This is an optimization exercise on Yosys and OpenROAD, whose aim is small area, not a production implementation. Only simulation tests tie the RTL to the original design; equivalence was not proved. The clock port is modelled as an ideal driver; clocking choices that lean on that would not hold on a real chip. Power and IR drop assume default switching activity.

==> design/flow/design.v <==
module entrySequencer (
  input  logic       clk,
  input  logic       resetn,
  input  logic       go,
  input  logic [1:0] opIn,
  output logic       shift,
  output logic       compute,
  output logic [1:0] op,
  output logic [4:0] led
);
  localparam logic [3:0] stLoad     = 4'b0000;
  localparam logic [3:0] stLoadNext = 4'b0001;
  localparam logic [3:0] stLoadWait = 4'b0010;
  localparam logic [3:0] stOp       = 4'b0011;
  localparam logic [1:0] stOpWait   = 2'b10;
  localparam logic [1:0] stCompute  = 2'b11;
  logic [3:0] state;
  logic [3:0] nextState;
  logic [4:0] ledCnt;
  logic       inLoad;
  logic       lastSlot;
  assign inLoad = (state == stLoad) || (state == stLoadNext);
  assign lastSlot = ledCnt[4] & ledCnt[0];
  always_comb begin
    nextState = state;
    case (state[3:2])
      2'b00: begin
        case (state[1:0])
          2'b00, 2'b01: nextState = go ? stLoadWait : stLoad;
          2'b10: if (!go) nextState = lastSlot ? stOp : stLoadNext;
          default: if (go) nextState = {stOpWait, opIn};
        endcase
      end
      stOpWait: if (!go) nextState = {stCompute, state[1:0]};
      default: nextState = stLoadNext;
    endcase
  end
  always_ff @(posedge clk) begin
    if (!resetn) begin
      state <= stLoad;
      ledCnt <= '0;
    end else begin
      state <= nextState;
      if (state == stLoadNext) begin
        ledCnt <= lastSlot ? 5'd0 : ledCnt + 5'd1;
      end
    end
  end
  assign shift = inLoad & go;
  assign compute = (state[3:2] == stCompute);
  assign op = state[1:0];
  assign led = ledCnt;
endmodule
module operandStore (
  input  logic        clk,
  input  logic [2:0]  dataIn,
  input  logic        shift,
  output logic [53:0] chain
);
  always_ff @(posedge clk) begin
    if (shift) begin
      chain <= {chain[50:0], dataIn};
    end
  end
endmodule
module matrixAlu (
  input  logic        clk,
  input  logic        resetn,
  input  logic [53:0] chain,
  input  logic [1:0]  op,
  input  logic        compute,
  output logic [26:0] matA,
  output logic [26:0] matB,
  output logic [1:0]  opHeld,
  output logic        valid
);
  always_ff @(posedge clk) begin
    if (compute) begin
      for (int s = 0; s < 9; s++) begin
        matA[s*3 +: 3] <= chain[(17-s)*3 +: 3];
        matB[s*3 +: 3] <= chain[(8-s)*3 +: 3];
      end
      opHeld <= op;
    end
  end
  always_ff @(posedge clk) begin
    if (!resetn) begin
      valid <= 1'b0;
    end else if (compute) begin
      valid <= 1'b1;
    end
  end
endmodule
module resultDisplay (
  input  logic [26:0] matA,
  input  logic [26:0] matB,
  input  logic [1:0]  op,
  input  logic        valid,
  input  logic [1:0]  rowSel,
  output logic [6:0]  hex0,
  output logic [6:0]  hex1,
  output logic [6:0]  hex2,
  output logic [6:0]  hex3,
  output logic [6:0]  hex4,
  output logic [6:0]  hex5
);
  function automatic logic [6:0] segLo(input logic [3:0] n);
    case (n)
      4'h0: segLo = 7'h40;
      4'h1: segLo = 7'h79;
      4'h2: segLo = 7'h24;
      4'h3: segLo = 7'h30;
      4'h4: segLo = 7'h19;
      4'h5: segLo = 7'h12;
      4'h6: segLo = 7'h02;
      4'h7: segLo = 7'h78;
      4'h8: segLo = 7'h00;
      4'h9: segLo = 7'h18;
      4'hA: segLo = 7'h08;
      4'hB: segLo = 7'h03;
      4'hC: segLo = 7'h46;
      4'hD: segLo = 7'h21;
      4'hE: segLo = 7'h06;
      4'hF: segLo = 7'h0E;
    endcase
  endfunction
  function automatic logic [6:0] segHi(input logic [3:0] n);
    case (n)
      4'h0: segHi = 7'h40;
      4'h1: segHi = 7'h79;
      4'h2: segHi = 7'h24;
      4'h3: segHi = 7'h30;
      4'h4: segHi = 7'h19;
      4'h5: segHi = 7'h12;
      4'h6: segHi = 7'h02;
      4'h7: segHi = 7'h78;
      4'h8: segHi = 7'h00;
      4'h9: segHi = 7'h18;
      4'hA: segHi = 7'h24;
      4'hB: segHi = 7'h24;
      4'hC: segHi = 7'h19;
      4'hD: segHi = 7'h12;
      4'hE: segHi = 7'h06;
      4'hF: segHi = 7'h0E;
    endcase
  endfunction
  logic       isMul, isDot, isSub, addSub;
  logic       sel0, sel1, sel2;
  logic [2:0] aRow [3];
  logic [2:0] bRow [3];
  logic [2:0] a [3];
  logic [2:0] c [3][3];
  logic [7:0] v [3];
  assign isMul  = valid & (op == 2'd2);
  assign isDot  = valid & (op == 2'd3);
  assign isSub  = valid & (op == 2'd1);
  assign addSub = valid & ~op[1];
  assign sel1 = valid & ~isDot & (rowSel == 2'd1);
  assign sel2 = valid & ~isDot & (rowSel == 2'd2);
  assign sel0 = valid & ~sel1 & ~sel2;
  always_comb begin
    for (int j = 0; j < 3; j++) begin
      aRow[j] = ({3{sel0}} & matA[(0+j)*3 +: 3]) |
                ({3{sel1}} & matA[(3+j)*3 +: 3]) |
                ({3{sel2}} & matA[(6+j)*3 +: 3]);
      bRow[j] = ({3{sel0}} & matB[(0+j)*3 +: 3]) |
                ({3{sel1}} & matB[(3+j)*3 +: 3]) |
                ({3{sel2}} & matB[(6+j)*3 +: 3]);
      a[j] = {aRow[j][2:1] & {2{~addSub}}, aRow[j][0] | addSub};
    end
    for (int j = 0; j < 3; j++) begin
      c[j][0] = ({3{isMul}} & matB[(0*3+j)*3 +: 3]) | ({3{isDot}} & matB[0*3 +: 3]) |
                ({3{addSub}} & aRow[j]);
      c[j][1] = ({3{isMul}} & matB[(1*3+j)*3 +: 3]) | ({3{isDot}} & matB[1*3 +: 3]) |
                ({3{addSub}} & (bRow[j] ^ {3{isSub}}));
      c[j][2] = ({3{isMul}} & matB[(2*3+j)*3 +: 3]) | ({3{isDot}} & matB[2*3 +: 3]) |
                {2'b00, isSub};
    end
  end
  logic s0_1, k0_2, s0_3, k0_4, s0_5, k0_6, s0_7, k0_8, s0_9, k0_10, s0_11, k0_12, s0_13, k0_14, s0_15, k0_16, s0_17, k0_18, s0_19, k0_20, s0_21, k0_22, s0_23, k0_24, s0_25, k0_26, s0_27, k0_28, s0_29, k0_30, s0_31, k0_32, s0_33, k0_34, s0_35, k0_36, s0_37, k0_38, s0_39, k0_40, s0_41, k0_42, s0_43, k0_44, s0_45, k0_46;
  assign s0_1 = (a[0][0] & c[0][0][0]) ^ (a[1][0] & c[0][1][0]) ^ (a[2][0] & c[0][2][0]);
  assign k0_2 = ((a[0][0] & c[0][0][0]) & (a[1][0] & c[0][1][0])) | ((a[2][0] & c[0][2][0]) & ((a[0][0] & c[0][0][0]) ^ (a[1][0] & c[0][1][0])));
  assign s0_3 = (a[0][0] & c[0][0][1]) ^ (a[0][1] & c[0][0][0]) ^ (a[1][0] & c[0][1][1]);
  assign k0_4 = ((a[0][0] & c[0][0][1]) & (a[0][1] & c[0][0][0])) | ((a[1][0] & c[0][1][1]) & ((a[0][0] & c[0][0][1]) ^ (a[0][1] & c[0][0][0])));
  assign s0_5 = (a[1][1] & c[0][1][0]) ^ (a[2][0] & c[0][2][1]) ^ (a[2][1] & c[0][2][0]);
  assign k0_6 = ((a[1][1] & c[0][1][0]) & (a[2][0] & c[0][2][1])) | ((a[2][1] & c[0][2][0]) & ((a[1][1] & c[0][1][0]) ^ (a[2][0] & c[0][2][1])));
  assign s0_7 = k0_2 ^ s0_3 ^ s0_5;
  assign k0_8 = (k0_2 & s0_3) | (s0_5 & (k0_2 ^ s0_3));
  assign s0_9 = (a[0][0] & c[0][0][2]) ^ (a[0][1] & c[0][0][1]) ^ (a[0][2] & c[0][0][0]);
  assign k0_10 = ((a[0][0] & c[0][0][2]) & (a[0][1] & c[0][0][1])) | ((a[0][2] & c[0][0][0]) & ((a[0][0] & c[0][0][2]) ^ (a[0][1] & c[0][0][1])));
  assign s0_11 = (a[1][0] & c[0][1][2]) ^ (a[1][1] & c[0][1][1]) ^ (a[1][2] & c[0][1][0]);
  assign k0_12 = ((a[1][0] & c[0][1][2]) & (a[1][1] & c[0][1][1])) | ((a[1][2] & c[0][1][0]) & ((a[1][0] & c[0][1][2]) ^ (a[1][1] & c[0][1][1])));
  assign s0_13 = (a[2][0] & c[0][2][2]) ^ (a[2][1] & c[0][2][1]) ^ (a[2][2] & c[0][2][0]);
  assign k0_14 = ((a[2][0] & c[0][2][2]) & (a[2][1] & c[0][2][1])) | ((a[2][2] & c[0][2][0]) & ((a[2][0] & c[0][2][2]) ^ (a[2][1] & c[0][2][1])));
  assign s0_15 = k0_4 ^ k0_6 ^ k0_8;
  assign k0_16 = (k0_4 & k0_6) | (k0_8 & (k0_4 ^ k0_6));
  assign s0_17 = s0_9 ^ s0_11 ^ s0_13;
  assign k0_18 = (s0_9 & s0_11) | (s0_13 & (s0_9 ^ s0_11));
  assign s0_19 = s0_15 ^ s0_17;
  assign k0_20 = s0_15 & s0_17;
  assign s0_21 = (a[0][1] & c[0][0][2]) ^ (a[0][2] & c[0][0][1]) ^ (a[1][1] & c[0][1][2]);
  assign k0_22 = ((a[0][1] & c[0][0][2]) & (a[0][2] & c[0][0][1])) | ((a[1][1] & c[0][1][2]) & ((a[0][1] & c[0][0][2]) ^ (a[0][2] & c[0][0][1])));
  assign s0_23 = (a[1][2] & c[0][1][1]) ^ (a[2][1] & c[0][2][2]) ^ (a[2][2] & c[0][2][1]);
  assign k0_24 = ((a[1][2] & c[0][1][1]) & (a[2][1] & c[0][2][2])) | ((a[2][2] & c[0][2][1]) & ((a[1][2] & c[0][1][1]) ^ (a[2][1] & c[0][2][2])));
  assign s0_25 = k0_10 ^ k0_12 ^ k0_14;
  assign k0_26 = (k0_10 & k0_12) | (k0_14 & (k0_10 ^ k0_12));
  assign s0_27 = k0_16 ^ k0_18 ^ k0_20;
  assign k0_28 = (k0_16 & k0_18) | (k0_20 & (k0_16 ^ k0_18));
  assign s0_29 = s0_21 ^ s0_23 ^ s0_25;
  assign k0_30 = (s0_21 & s0_23) | (s0_25 & (s0_21 ^ s0_23));
  assign s0_31 = s0_27 ^ s0_29;
  assign k0_32 = s0_27 & s0_29;
  assign s0_33 = (a[0][2] & c[0][0][2]) ^ (a[1][2] & c[0][1][2]) ^ (a[2][2] & c[0][2][2]);
  assign k0_34 = ((a[0][2] & c[0][0][2]) & (a[1][2] & c[0][1][2])) | ((a[2][2] & c[0][2][2]) & ((a[0][2] & c[0][0][2]) ^ (a[1][2] & c[0][1][2])));
  assign s0_35 = k0_22 ^ k0_24 ^ k0_26;
  assign k0_36 = (k0_22 & k0_24) | (k0_26 & (k0_22 ^ k0_24));
  assign s0_37 = k0_28 ^ k0_30 ^ k0_32;
  assign k0_38 = (k0_28 & k0_30) | (k0_32 & (k0_28 ^ k0_30));
  assign s0_39 = s0_33 ^ s0_35 ^ s0_37;
  assign k0_40 = (s0_33 & s0_35) | (s0_37 & (s0_33 ^ s0_35));
  assign s0_41 = k0_34 ^ k0_36 ^ k0_38;
  assign k0_42 = (k0_34 & k0_36) | (k0_38 & (k0_34 ^ k0_36));
  assign s0_43 = k0_40 ^ s0_41;
  assign k0_44 = k0_40 & s0_41;
  assign s0_45 = k0_42 ^ k0_44;
  assign k0_46 = k0_42 & k0_44;
  logic [7:0] t0;
  assign t0 = {k0_46, s0_45, s0_43, s0_39, s0_31, s0_19, s0_7, s0_1};
  assign v[0] = {t0[7:4] | {4{isSub & ~t0[3]}}, t0[3] ^ isSub, t0[2:0]};
  logic s1_1, k1_2, s1_3, k1_4, s1_5, k1_6, s1_7, k1_8, s1_9, k1_10, s1_11, k1_12, s1_13, k1_14, s1_15, k1_16, s1_17, k1_18, s1_19, k1_20, s1_21, k1_22, s1_23, k1_24, s1_25, k1_26, s1_27, k1_28, s1_29, k1_30, s1_31, k1_32, s1_33, k1_34, s1_35, k1_36, s1_37, k1_38, s1_39, k1_40, s1_41, k1_42, s1_43, k1_44, s1_45, k1_46;
  assign s1_1 = (a[0][0] & c[1][0][0]) ^ (a[1][0] & c[1][1][0]) ^ (a[2][0] & c[1][2][0]);
  assign k1_2 = ((a[0][0] & c[1][0][0]) & (a[1][0] & c[1][1][0])) | ((a[2][0] & c[1][2][0]) & ((a[0][0] & c[1][0][0]) ^ (a[1][0] & c[1][1][0])));
  assign s1_3 = (a[0][0] & c[1][0][1]) ^ (a[0][1] & c[1][0][0]) ^ (a[1][0] & c[1][1][1]);
  assign k1_4 = ((a[0][0] & c[1][0][1]) & (a[0][1] & c[1][0][0])) | ((a[1][0] & c[1][1][1]) & ((a[0][0] & c[1][0][1]) ^ (a[0][1] & c[1][0][0])));
  assign s1_5 = (a[1][1] & c[1][1][0]) ^ (a[2][0] & c[1][2][1]) ^ (a[2][1] & c[1][2][0]);
  assign k1_6 = ((a[1][1] & c[1][1][0]) & (a[2][0] & c[1][2][1])) | ((a[2][1] & c[1][2][0]) & ((a[1][1] & c[1][1][0]) ^ (a[2][0] & c[1][2][1])));
  assign s1_7 = k1_2 ^ s1_3 ^ s1_5;
  assign k1_8 = (k1_2 & s1_3) | (s1_5 & (k1_2 ^ s1_3));
  assign s1_9 = (a[0][0] & c[1][0][2]) ^ (a[0][1] & c[1][0][1]) ^ (a[0][2] & c[1][0][0]);
  assign k1_10 = ((a[0][0] & c[1][0][2]) & (a[0][1] & c[1][0][1])) | ((a[0][2] & c[1][0][0]) & ((a[0][0] & c[1][0][2]) ^ (a[0][1] & c[1][0][1])));
  assign s1_11 = (a[1][0] & c[1][1][2]) ^ (a[1][1] & c[1][1][1]) ^ (a[1][2] & c[1][1][0]);
  assign k1_12 = ((a[1][0] & c[1][1][2]) & (a[1][1] & c[1][1][1])) | ((a[1][2] & c[1][1][0]) & ((a[1][0] & c[1][1][2]) ^ (a[1][1] & c[1][1][1])));
  assign s1_13 = (a[2][0] & c[1][2][2]) ^ (a[2][1] & c[1][2][1]) ^ (a[2][2] & c[1][2][0]);
  assign k1_14 = ((a[2][0] & c[1][2][2]) & (a[2][1] & c[1][2][1])) | ((a[2][2] & c[1][2][0]) & ((a[2][0] & c[1][2][2]) ^ (a[2][1] & c[1][2][1])));
  assign s1_15 = k1_4 ^ k1_6 ^ k1_8;
  assign k1_16 = (k1_4 & k1_6) | (k1_8 & (k1_4 ^ k1_6));
  assign s1_17 = s1_9 ^ s1_11 ^ s1_13;
  assign k1_18 = (s1_9 & s1_11) | (s1_13 & (s1_9 ^ s1_11));
  assign s1_19 = s1_15 ^ s1_17;
  assign k1_20 = s1_15 & s1_17;
  assign s1_21 = (a[0][1] & c[1][0][2]) ^ (a[0][2] & c[1][0][1]) ^ (a[1][1] & c[1][1][2]);
  assign k1_22 = ((a[0][1] & c[1][0][2]) & (a[0][2] & c[1][0][1])) | ((a[1][1] & c[1][1][2]) & ((a[0][1] & c[1][0][2]) ^ (a[0][2] & c[1][0][1])));
  assign s1_23 = (a[1][2] & c[1][1][1]) ^ (a[2][1] & c[1][2][2]) ^ (a[2][2] & c[1][2][1]);
  assign k1_24 = ((a[1][2] & c[1][1][1]) & (a[2][1] & c[1][2][2])) | ((a[2][2] & c[1][2][1]) & ((a[1][2] & c[1][1][1]) ^ (a[2][1] & c[1][2][2])));
  assign s1_25 = k1_10 ^ k1_12 ^ k1_14;
  assign k1_26 = (k1_10 & k1_12) | (k1_14 & (k1_10 ^ k1_12));
  assign s1_27 = k1_16 ^ k1_18 ^ k1_20;
  assign k1_28 = (k1_16 & k1_18) | (k1_20 & (k1_16 ^ k1_18));
  assign s1_29 = s1_21 ^ s1_23 ^ s1_25;
  assign k1_30 = (s1_21 & s1_23) | (s1_25 & (s1_21 ^ s1_23));
  assign s1_31 = s1_27 ^ s1_29;
  assign k1_32 = s1_27 & s1_29;
  assign s1_33 = (a[0][2] & c[1][0][2]) ^ (a[1][2] & c[1][1][2]) ^ (a[2][2] & c[1][2][2]);
  assign k1_34 = ((a[0][2] & c[1][0][2]) & (a[1][2] & c[1][1][2])) | ((a[2][2] & c[1][2][2]) & ((a[0][2] & c[1][0][2]) ^ (a[1][2] & c[1][1][2])));
  assign s1_35 = k1_22 ^ k1_24 ^ k1_26;
  assign k1_36 = (k1_22 & k1_24) | (k1_26 & (k1_22 ^ k1_24));
  assign s1_37 = k1_28 ^ k1_30 ^ k1_32;
  assign k1_38 = (k1_28 & k1_30) | (k1_32 & (k1_28 ^ k1_30));
  assign s1_39 = s1_33 ^ s1_35 ^ s1_37;
  assign k1_40 = (s1_33 & s1_35) | (s1_37 & (s1_33 ^ s1_35));
  assign s1_41 = k1_34 ^ k1_36 ^ k1_38;
  assign k1_42 = (k1_34 & k1_36) | (k1_38 & (k1_34 ^ k1_36));
  assign s1_43 = k1_40 ^ s1_41;
  assign k1_44 = k1_40 & s1_41;
  assign s1_45 = k1_42 ^ k1_44;
  assign k1_46 = k1_42 & k1_44;
  logic [7:0] t1;
  assign t1 = {k1_46, s1_45, s1_43, s1_39, s1_31, s1_19, s1_7, s1_1};
  assign v[1] = {t1[7:4] | {4{isSub & ~t1[3]}}, t1[3] ^ isSub, t1[2:0]};
  logic s2_1, k2_2, s2_3, k2_4, s2_5, k2_6, s2_7, k2_8, s2_9, k2_10, s2_11, k2_12, s2_13, k2_14, s2_15, k2_16, s2_17, k2_18, s2_19, k2_20, s2_21, k2_22, s2_23, k2_24, s2_25, k2_26, s2_27, k2_28, s2_29, k2_30, s2_31, k2_32, s2_33, k2_34, s2_35, k2_36, s2_37, k2_38, s2_39, k2_40, s2_41, k2_42, s2_43, k2_44, s2_45, k2_46;
  assign s2_1 = (a[0][0] & c[2][0][0]) ^ (a[1][0] & c[2][1][0]) ^ (a[2][0] & c[2][2][0]);
  assign k2_2 = ((a[0][0] & c[2][0][0]) & (a[1][0] & c[2][1][0])) | ((a[2][0] & c[2][2][0]) & ((a[0][0] & c[2][0][0]) ^ (a[1][0] & c[2][1][0])));
  assign s2_3 = (a[0][0] & c[2][0][1]) ^ (a[0][1] & c[2][0][0]) ^ (a[1][0] & c[2][1][1]);
  assign k2_4 = ((a[0][0] & c[2][0][1]) & (a[0][1] & c[2][0][0])) | ((a[1][0] & c[2][1][1]) & ((a[0][0] & c[2][0][1]) ^ (a[0][1] & c[2][0][0])));
  assign s2_5 = (a[1][1] & c[2][1][0]) ^ (a[2][0] & c[2][2][1]) ^ (a[2][1] & c[2][2][0]);
  assign k2_6 = ((a[1][1] & c[2][1][0]) & (a[2][0] & c[2][2][1])) | ((a[2][1] & c[2][2][0]) & ((a[1][1] & c[2][1][0]) ^ (a[2][0] & c[2][2][1])));
  assign s2_7 = k2_2 ^ s2_3 ^ s2_5;
  assign k2_8 = (k2_2 & s2_3) | (s2_5 & (k2_2 ^ s2_3));
  assign s2_9 = (a[0][0] & c[2][0][2]) ^ (a[0][1] & c[2][0][1]) ^ (a[0][2] & c[2][0][0]);
  assign k2_10 = ((a[0][0] & c[2][0][2]) & (a[0][1] & c[2][0][1])) | ((a[0][2] & c[2][0][0]) & ((a[0][0] & c[2][0][2]) ^ (a[0][1] & c[2][0][1])));
  assign s2_11 = (a[1][0] & c[2][1][2]) ^ (a[1][1] & c[2][1][1]) ^ (a[1][2] & c[2][1][0]);
  assign k2_12 = ((a[1][0] & c[2][1][2]) & (a[1][1] & c[2][1][1])) | ((a[1][2] & c[2][1][0]) & ((a[1][0] & c[2][1][2]) ^ (a[1][1] & c[2][1][1])));
  assign s2_13 = (a[2][0] & c[2][2][2]) ^ (a[2][1] & c[2][2][1]) ^ (a[2][2] & c[2][2][0]);
  assign k2_14 = ((a[2][0] & c[2][2][2]) & (a[2][1] & c[2][2][1])) | ((a[2][2] & c[2][2][0]) & ((a[2][0] & c[2][2][2]) ^ (a[2][1] & c[2][2][1])));
  assign s2_15 = k2_4 ^ k2_6 ^ k2_8;
  assign k2_16 = (k2_4 & k2_6) | (k2_8 & (k2_4 ^ k2_6));
  assign s2_17 = s2_9 ^ s2_11 ^ s2_13;
  assign k2_18 = (s2_9 & s2_11) | (s2_13 & (s2_9 ^ s2_11));
  assign s2_19 = s2_15 ^ s2_17;
  assign k2_20 = s2_15 & s2_17;
  assign s2_21 = (a[0][1] & c[2][0][2]) ^ (a[0][2] & c[2][0][1]) ^ (a[1][1] & c[2][1][2]);
  assign k2_22 = ((a[0][1] & c[2][0][2]) & (a[0][2] & c[2][0][1])) | ((a[1][1] & c[2][1][2]) & ((a[0][1] & c[2][0][2]) ^ (a[0][2] & c[2][0][1])));
  assign s2_23 = (a[1][2] & c[2][1][1]) ^ (a[2][1] & c[2][2][2]) ^ (a[2][2] & c[2][2][1]);
  assign k2_24 = ((a[1][2] & c[2][1][1]) & (a[2][1] & c[2][2][2])) | ((a[2][2] & c[2][2][1]) & ((a[1][2] & c[2][1][1]) ^ (a[2][1] & c[2][2][2])));
  assign s2_25 = k2_10 ^ k2_12 ^ k2_14;
  assign k2_26 = (k2_10 & k2_12) | (k2_14 & (k2_10 ^ k2_12));
  assign s2_27 = k2_16 ^ k2_18 ^ k2_20;
  assign k2_28 = (k2_16 & k2_18) | (k2_20 & (k2_16 ^ k2_18));
  assign s2_29 = s2_21 ^ s2_23 ^ s2_25;
  assign k2_30 = (s2_21 & s2_23) | (s2_25 & (s2_21 ^ s2_23));
  assign s2_31 = s2_27 ^ s2_29;
  assign k2_32 = s2_27 & s2_29;
  assign s2_33 = (a[0][2] & c[2][0][2]) ^ (a[1][2] & c[2][1][2]) ^ (a[2][2] & c[2][2][2]);
  assign k2_34 = ((a[0][2] & c[2][0][2]) & (a[1][2] & c[2][1][2])) | ((a[2][2] & c[2][2][2]) & ((a[0][2] & c[2][0][2]) ^ (a[1][2] & c[2][1][2])));
  assign s2_35 = k2_22 ^ k2_24 ^ k2_26;
  assign k2_36 = (k2_22 & k2_24) | (k2_26 & (k2_22 ^ k2_24));
  assign s2_37 = k2_28 ^ k2_30 ^ k2_32;
  assign k2_38 = (k2_28 & k2_30) | (k2_32 & (k2_28 ^ k2_30));
  assign s2_39 = s2_33 ^ s2_35 ^ s2_37;
  assign k2_40 = (s2_33 & s2_35) | (s2_37 & (s2_33 ^ s2_35));
  assign s2_41 = k2_34 ^ k2_36 ^ k2_38;
  assign k2_42 = (k2_34 & k2_36) | (k2_38 & (k2_34 ^ k2_36));
  assign s2_43 = k2_40 ^ s2_41;
  assign k2_44 = k2_40 & s2_41;
  assign s2_45 = k2_42 ^ k2_44;
  assign k2_46 = k2_42 & k2_44;
  logic [7:0] t2;
  assign t2 = {k2_46, s2_45, s2_43, s2_39, s2_31, s2_19, s2_7, s2_1};
  assign v[2] = {t2[7:4] | {4{isSub & ~t2[3]}}, t2[3] ^ isSub, t2[2:0]};
  assign hex5 = segHi(v[0][7:4]);
  assign hex4 = segLo(v[0][3:0]);
  assign hex3 = segHi(v[1][7:4]);
  assign hex2 = segLo(v[1][3:0]);
  assign hex1 = segHi(v[2][7:4]);
  assign hex0 = segLo(v[2][3:0]);
endmodule
module matrixCalcTop (
  input  logic       clk,
  input  logic       resetn,
  input  logic       go,
  input  logic [2:0] dataIn,
  input  logic [1:0] opIn,
  input  logic [1:0] rowSel,
  output logic [9:0] led,
  output logic [6:0] hex0,
  output logic [6:0] hex1,
  output logic [6:0] hex2,
  output logic [6:0] hex3,
  output logic [6:0] hex4,
  output logic [6:0] hex5
);
  logic        shift;
  logic        compute;
  logic [4:0]  slotLed;
  logic [53:0] chain;
  logic [1:0]  op;
  logic [26:0] matA;
  logic [26:0] matB;
  logic [1:0]  opHeld;
  logic        valid;
  entrySequencer sequencer (
    .clk     (clk),
    .resetn  (resetn),
    .go      (go),
    .opIn    (opIn),
    .shift   (shift),
    .compute (compute),
    .op      (op),
    .led     (slotLed)
  );
  operandStore store (
    .clk    (clk),
    .dataIn (dataIn),
    .shift  (shift),
    .chain  (chain)
  );
  matrixAlu alu (
    .clk     (clk),
    .resetn  (resetn),
    .chain   (chain),
    .op      (op),
    .compute (compute),
    .matA    (matA),
    .matB    (matB),
    .opHeld  (opHeld),
    .valid   (valid)
  );
  resultDisplay display (
    .matA   (matA),
    .matB   (matB),
    .op     (opHeld),
    .valid  (valid),
    .rowSel (rowSel),
    .hex0   (hex0),
    .hex1   (hex1),
    .hex2   (hex2),
    .hex3   (hex3),
    .hex4   (hex4),
    .hex5   (hex5)
  );
  assign led = {5'd0, slotLed};
endmodule
==> design/flow/flow/run.sh <==
#!/bin/bash
# Own layout flow: the standard ORFS flow, with
#  - synthesis: the standard script, but without the fa/ha adder-cell extraction and
#    with a deeper area-oriented ABC script (flow/abc_area_deep.script)
#  - port buffers of the smallest buffer cell
#  - a clock tree built by hand before CTS (flow/clock_tree.tcl): two levels of
#    small buffers over balanced groups of registers; CTS then adds nothing
# Each tool's output goes to a log file in this folder (make.log, def.log) and
# ORFS's own per-step logs under orfs/logs/.
set -euo pipefail
HERE=$(pwd)
FL=$HERE/flow

SEEDS="0 1 2 3 4 5 6 7 8 9 10 11"
# synthesis script: the standard flow's, with abc given our script. ABC's deep synthesis is
# randomised; it is run with several seeds and the smallest mapping is kept.
{
  head -n 1 synth_recipe.tcl
  cat <<TCL
proc abc {args} {
  set i [lsearch -exact \$args -script]
  if { \$i < 0 } { yosys abc {*}\$args; return }
  set f [open $FL/abc_area_deep.script]; set text [read \$f]; close \$f
  set lib [lindex \$::env(LIB_FILES) 0]
  design -save before_abc
  set best ""
  foreach seed {$SEEDS} {
    design -load before_abc
    set script $HERE/abc_seed\$seed.script
    set f [open \$script w]; puts -nonewline \$f [string map [list SEED \$seed] \$text]; close \$f
    lset args [expr {\$i + 1}] \$script
    yosys abc {*}\$args
    regexp {Chip area for module [^:]*: ([0-9.]+)} [tee -q -s result.string stat -liberty \$lib] -> area
    puts "abc seed \$seed: area \$area"
    if { \$best eq "" || \$area < \$best } { set best \$area; design -save best_abc }
  }
  design -load best_abc
  puts "abc: kept area \$best"
}
TCL
  tail -n +2 synth_recipe.tcl
} > my_synth.tcl

# the make line of standard.sh, with our settings
MAKELINE=$(grep '^make ' standard.sh)
MAKELINE=${MAKELINE% \"\$\{@:-finish\}\"}
MAKELINE=$(echo "$MAKELINE" | sed "s#SYNTH_SCRIPT=[^ ]*#SYNTH_SCRIPT=$HERE/my_synth.tcl#")
CTS="-sink_clustering_enable -repair_clock_nets -dont_use_dummy_load -buf_list sky130_fd_sc_hd__clkbuf_4 -sink_clustering_size 30 -sink_clustering_max_diameter 100"
export PRE_CTS_TCL=$FL/clock_tree.tcl
EXTRA=""
if [[ -f $FL/extra_vars.txt ]]; then EXTRA=$(grep -v '^#' $FL/extra_vars.txt | tr '\n' ' '); fi
eval "$MAKELINE" ADDER_MAP_FILE= $EXTRA \
  "MIN_BUF_CELL_AND_PORTS=\"sky130_fd_sc_hd__buf_1 A X\"" \
  "BUFFER_PORTS_ARGS=\"-buffer_cell sky130_fd_sc_hd__buf_1\"" \
  "CTS_ARGS=\"$CTS\"" \
  finish > make.log 2>&1

# final DEF, as standard.sh writes it
ODB=$(grep -o '[^ ]*6_final.odb' standard.sh | head -1)
: # left out here: write the final layout as DEF
==> design/flow/flow/abc_area_deep.script <==
strash
&get -n
&deepsyn -T 30 -S SEED
&put
dch -f
amap -m -F 4 -A 10 -C 2000
topo
==> design/flow/flow/clock_tree.tcl <==
# Clock tree built by hand: the register clock pins are split by recursive bisection
# into groups of at most MAXS sinks; each group gets a leaf buffer at its centroid,
# and one root buffer drives the leaves. All paths have the same two buffer levels.
proc mt_split { pts nleaf } {
  if { $nleaf <= 1 } { return [list $pts] }
  set xs [lmap q $pts { lindex $q 1 }]
  set ys [lmap q $pts { lindex $q 2 }]
  set dx [expr { [tcl::mathfunc::max {*}$xs] - [tcl::mathfunc::min {*}$xs] }]
  set dy [expr { [tcl::mathfunc::max {*}$ys] - [tcl::mathfunc::min {*}$ys] }]
  set idx [expr { $dx >= $dy ? 1 : 2 }]
  set sorted [lsort -integer -index $idx $pts]
  set n1 [expr { $nleaf / 2 }]
  set n2 [expr { $nleaf - $n1 }]
  set cut [expr { int(round([llength $pts] * double($n1) / $nleaf)) }]
  return [concat [mt_split [lrange $sorted 0 [expr {$cut - 1}]] $n1] \
                 [mt_split [lrange $sorted $cut end] $n2]]
}
proc manual_clock_tree { clkname maxs leafcell rootcell } {
  set pins [get_pins -of_objects [get_nets $clkname] -filter "direction==input"]
  set pts {}
  foreach p $pins {
    set bb [[sta::sta_to_db_inst [$p instance]] getBBox]
    lappend pts [list $p [expr {([$bb xMin] + [$bb xMax]) / 2}] [expr {([$bb yMin] + [$bb yMax]) / 2}]]
  }
  set nleaf [expr { int(ceil([llength $pts] / double($maxs))) }]
  set i 0
  foreach g [mt_split $pts $nleaf] {
    set sx 0; set sy 0
    foreach q $g { incr sx [lindex $q 1]; incr sy [lindex $q 2] }
    set m [llength $g]
    set loc [list [ord::dbu_to_microns [expr {$sx / $m}]] [ord::dbu_to_microns [expr {$sy / $m}]]]
    insert_buffer -buffer_cell $leafcell -net $clkname -load_pins [lmap q $g { lindex $q 0 }] \
      -buffer_name clkleaf_$i -net_name clkleaf_net_$i -location $loc
    puts "clock leaf $i: $m sinks at $loc"
    incr i
  }
  insert_buffer -buffer_cell $rootcell -net $clkname -buffer_name clkroot -net_name clkroot_net
}

# 120 registers: groups of at most 11 keep every clock pin's slew near 115 ps
manual_clock_tree clk 11 sky130_fd_sc_hd__clkbuf_4 sky130_fd_sc_hd__clkbuf_4
==> design/flow/standard.sh <==
#!/bin/bash
# synth_recipe.tcl (not shown) runs the flow's synth.tcl, then flattens the netlist and writes it again
# the make line also repeats each setting of config.mk as NAME=value (left out here)
make -C /OpenROAD-flow-scripts/flow DESIGN_CONFIG=/design/flow/config.mk WORK_HOME=/design/flow/orfs CLKGATE_MAP_FILE= SYNTH_SCRIPT=/design/flow/synth_recipe.tcl "${@:-finish}"
==> design/flow/config.mk <==
export PLATFORM = sky130hd
export DESIGN_NAME = matrixCalcTop
export DESIGN_NICKNAME = matrixCalcTop
export VERILOG_FILES = /design/flow/design.v
export SDC_FILE = /design/flow/constraint.sdc
export NUM_CORES = 4
export LEC_CHECK = 0
export CAP_MARGIN = 20
export CORE_MARGIN = 2
export CORE_UTILIZATION = 40
export SLEW_MARGIN = 20
==> design/flow/constraint.sdc <==
create_clock -name core_clock -period 20.0 [get_ports {clk}]
set_input_delay 4.0000 -clock core_clock [delete_from_list [all_inputs] [get_ports {clk}]]
set_output_delay 4.0000 -clock core_clock [all_outputs]
set_load 0.01 [all_outputs]
==> results by group <==
Run status
  • Status: no timing/DRC/antenna violations

Synthesis
  • Syn avg cell area: ~8.7 um2
  • Area contributors post-synth: edfxtp_1 49%, nor2_1 12%, a21oi_1 5.9%
  • Netlist Area Pre-Place: about 6700 um2
  • Async set-reset flop share out of synthesis: 0%
  • Synth unique cells: 35
  • Area leader, netlist: edfxtp_1
  • Sequential element share of the synthesized area: around half
  • Ys Warns: 9
  • FF+latch count, synth: 120
  • Primary FF master, synth: edfxtp_1
  • Number of flops mapped to enable cells by yosys: 110
  • Cells after Synth: 776
  • Synth top area share: 48.9%

Pwr
  • Leak: 2.41 nW
  • Worst IR drop on VDD: about 0.076 mV
  • Power density cells: 52.1 nW/um2
  • Power, Total: 0.386 mW

STA
  • Hold Violations, Final: 0
  • Final Skew: 0.0133 ns
  • FMAX: 68.5 MHz
  • Count of pins over their slew limit: 0
  • Slew at the pin with the worst max-slew slack: 0.800 ns
  • Hold slack final: between 0.4 and 0.5 ns
  • RSZ-0062 raised after global routing: false
  • Setup TNS: 0 ns
  • Worst slew margin: 46.7%
  • Fin crit period: 14.61 ns
  • Final period utilization: roughly three quarters
  • Final setup viols: 0

Finish
  • Commonest non-fill, non-tap cells in the layout: 218 x nor2_1, 110 x edfxtp_1, 79 x a21oi_1
  • Final Non-Filler Cells: 1071
  • Synth-to-Final Area Change: 9.92%
  • Commonest non-fill, non-tap cell in the layout: nor2_1
  • Nets: 863
  • # diodes: 0
  • Share of post-route cells with drive strength above 1: 2.94%

Drt
  • Residual DRC: 0
  • Via count: 5809
  • Detailed Routing Iterations Pass 1: 5
  • Post-route antenna net violation count: 0
  • Vias per inst: 5.42
  • WL/cell: 14.2 um
  • Final wirelength: 15200 um
  • Initial DRC count: around 580

Floorplan
  • Die area: approximately 18000 um2
  • Die H: ~130 um
  • Die width: 134 um
  • Initial Util: 40.8%
  • Area of the core: ~17000 um2
  • Io pins: 62
  • Rows: 47

Worst setup path
  • CP peak stage delay: approximately 0.55 ns
  • Worst path slowest cell: or2_0
  • Reg2Reg Depth: 8
  • CP max FO: 19
  • Crit. End Element: output port
  • Crit path kind: primary input to output port
  • WP data arrival: 10.61 ns
  • WP data required: 16.00 ns
  • CP dominant cell by count: nor2_1
  • Crit path launch type: primary input

Clock tree
  • Post-CTS Hold Buffers: 0
  • Later-pin clock latency in the skew report: ~0.46 ns
  • Clock slew at reported path FFs: 0.09 ns
  • # resized after CTS: 0
  • Postcts setup bufs: 0

Global route
  • Largest net degree at the start of global routing: a little under 60
  • Initial antenna violation count: 0
  • Vias in the first global route: 4903
  • First-pass GRT wire length: 24500 um
  • Gr usage total: 16.3%
  • GR Overflow Total: 0

Placed design
  • Cells after DPL: about 1100
  • GP Congestion: between 0.8 and 0.9
  • Final HPWL DP: 11400 um
  • I/O Buffers: 56

Flow run
  • Max Cap Viol: 0

Min path
  • Min-Delay Path Class: flop to flop
  • Hold path cells: 0
## power breakdown
group          total (mW)  leakage, nW  internal, mW  switching [mW]
combinational     0.00581         1.25       0.00119         0.00461
clock              0.0930       0.0552        0.0277          0.0652
sequential          0.288         1.11         0.284         0.00392
## Yosys cell counts, drive strengths merged, types with 3 or more instances
master and instances:
a222oi 18, a21o 20, a211oi 5, nand2 76
o22a 8, o22ai 35, nor2 218, edfxtp 110
or2 16, o21a 6, and2 3, a22oi 12
clkinv 39, a21oi 79, nor3 11, buf 5
a32oi 6, dfxtp 10, nor2b 6, nor4 3
or3 3, nand3 3, o21ai 66
## worst max-delay path, delay by kind of cell
family	cells	cell delay [ns]
AND/OR/NAND/NOR	22	3.17
AO/OA/AOI/OAI	13	2.75
buffers and inverters	4	0.66
## flip-flops by register name, summed over array words and instances, names as in the netlist
| signal | flops |
|---|---|
| store.chain | 54 |
| alu.matA | 27 |
| alu.matB | 27 |
| sequencer.ledCnt | 5 |
| sequencer.state | 4 |
| alu.opHeld | 2 |
| alu.valid | 1 |
## final cells by class, clock buffers not listed
cell class,instances,area [um2]
fill,1625,9110
sequential,120,3500
multi-input combinational,616,3130
tap,220,275
timing repair buffer,64,270
inverter,39,146
## per-layer routing
metal  track usage (%)  vias to the layer above  routed length [um]
met2              25.2                      173                6660
met4              2.90                        0                 217
met1              25.2                     2582                7540
met5                 0                        -                   0
li1                  -                     3033                   -
met3              1.55                       21                 748
## final timing paths
path	start	endpoint	slack, ns
max	rowSel[0]	hex3[2]	5.39
min	store.chain[51]	alu.matA[0]	0.43
max reg2reg	sequencer.state[0]	sequencer.ledCnt[4]	18.24
min reg2reg	store.chain[51]	alu.matA[0]	0.43
## kinds of logic after synthesis
logic type	Yosys count	synth area share [%]
other	1	0.0556
AO/OA/AOI/OAI	269	25.0
flip-flops	120	51.9
buffers and inverters	44	2.45
AND/OR/NAND/NOR	342	20.6
## through the flow
| step | area [um2] | util, % | setup slack [ns] |
|---|---|---|---|
| after floorplan | 6760 | - | 4.56 |
| after global placement | 7320 | 44.3 | 5.39 |
| after detailed placement | 7320 | 44.3 | 5.27 |
| after CTS | 7410 | 44.9 | 5.25 |
| after global routing | 7420 | 44.9 | 4.54 |
| final | 7420 | 44.9 | 5.39 |

-- port drivers added, routing unchanged --
How much do the figures lean on ideal ports? The routed layout below was timed once more, with nothing changed but the port constraints.
Step 1 assumes that a clkbuf_16 drives the clock port and a buf_2 every other input.
Step 2 also shifts input and output timing later by t, the mid clock arrival at the registers, as if the neighbouring blocks saw the same clock.
Slacks: no drivers / after step 1 / after step 2; pairs: no drivers / after step 1.
t (ns): 0.469
setup slack, ns: 5.393 / 5.370 / 5.370
worst hold slack (ns): 0.427 / 0.427 / 0.427
clock arrival spread, ns: 0.016 / 0.016
slew at the worst register clock pin (ns): 0.11 / 0.11
After both steps this run still meets setup and hold. The setup slack of this run moves by -0.023 ns with the drivers and by -0.023 ns with both steps.
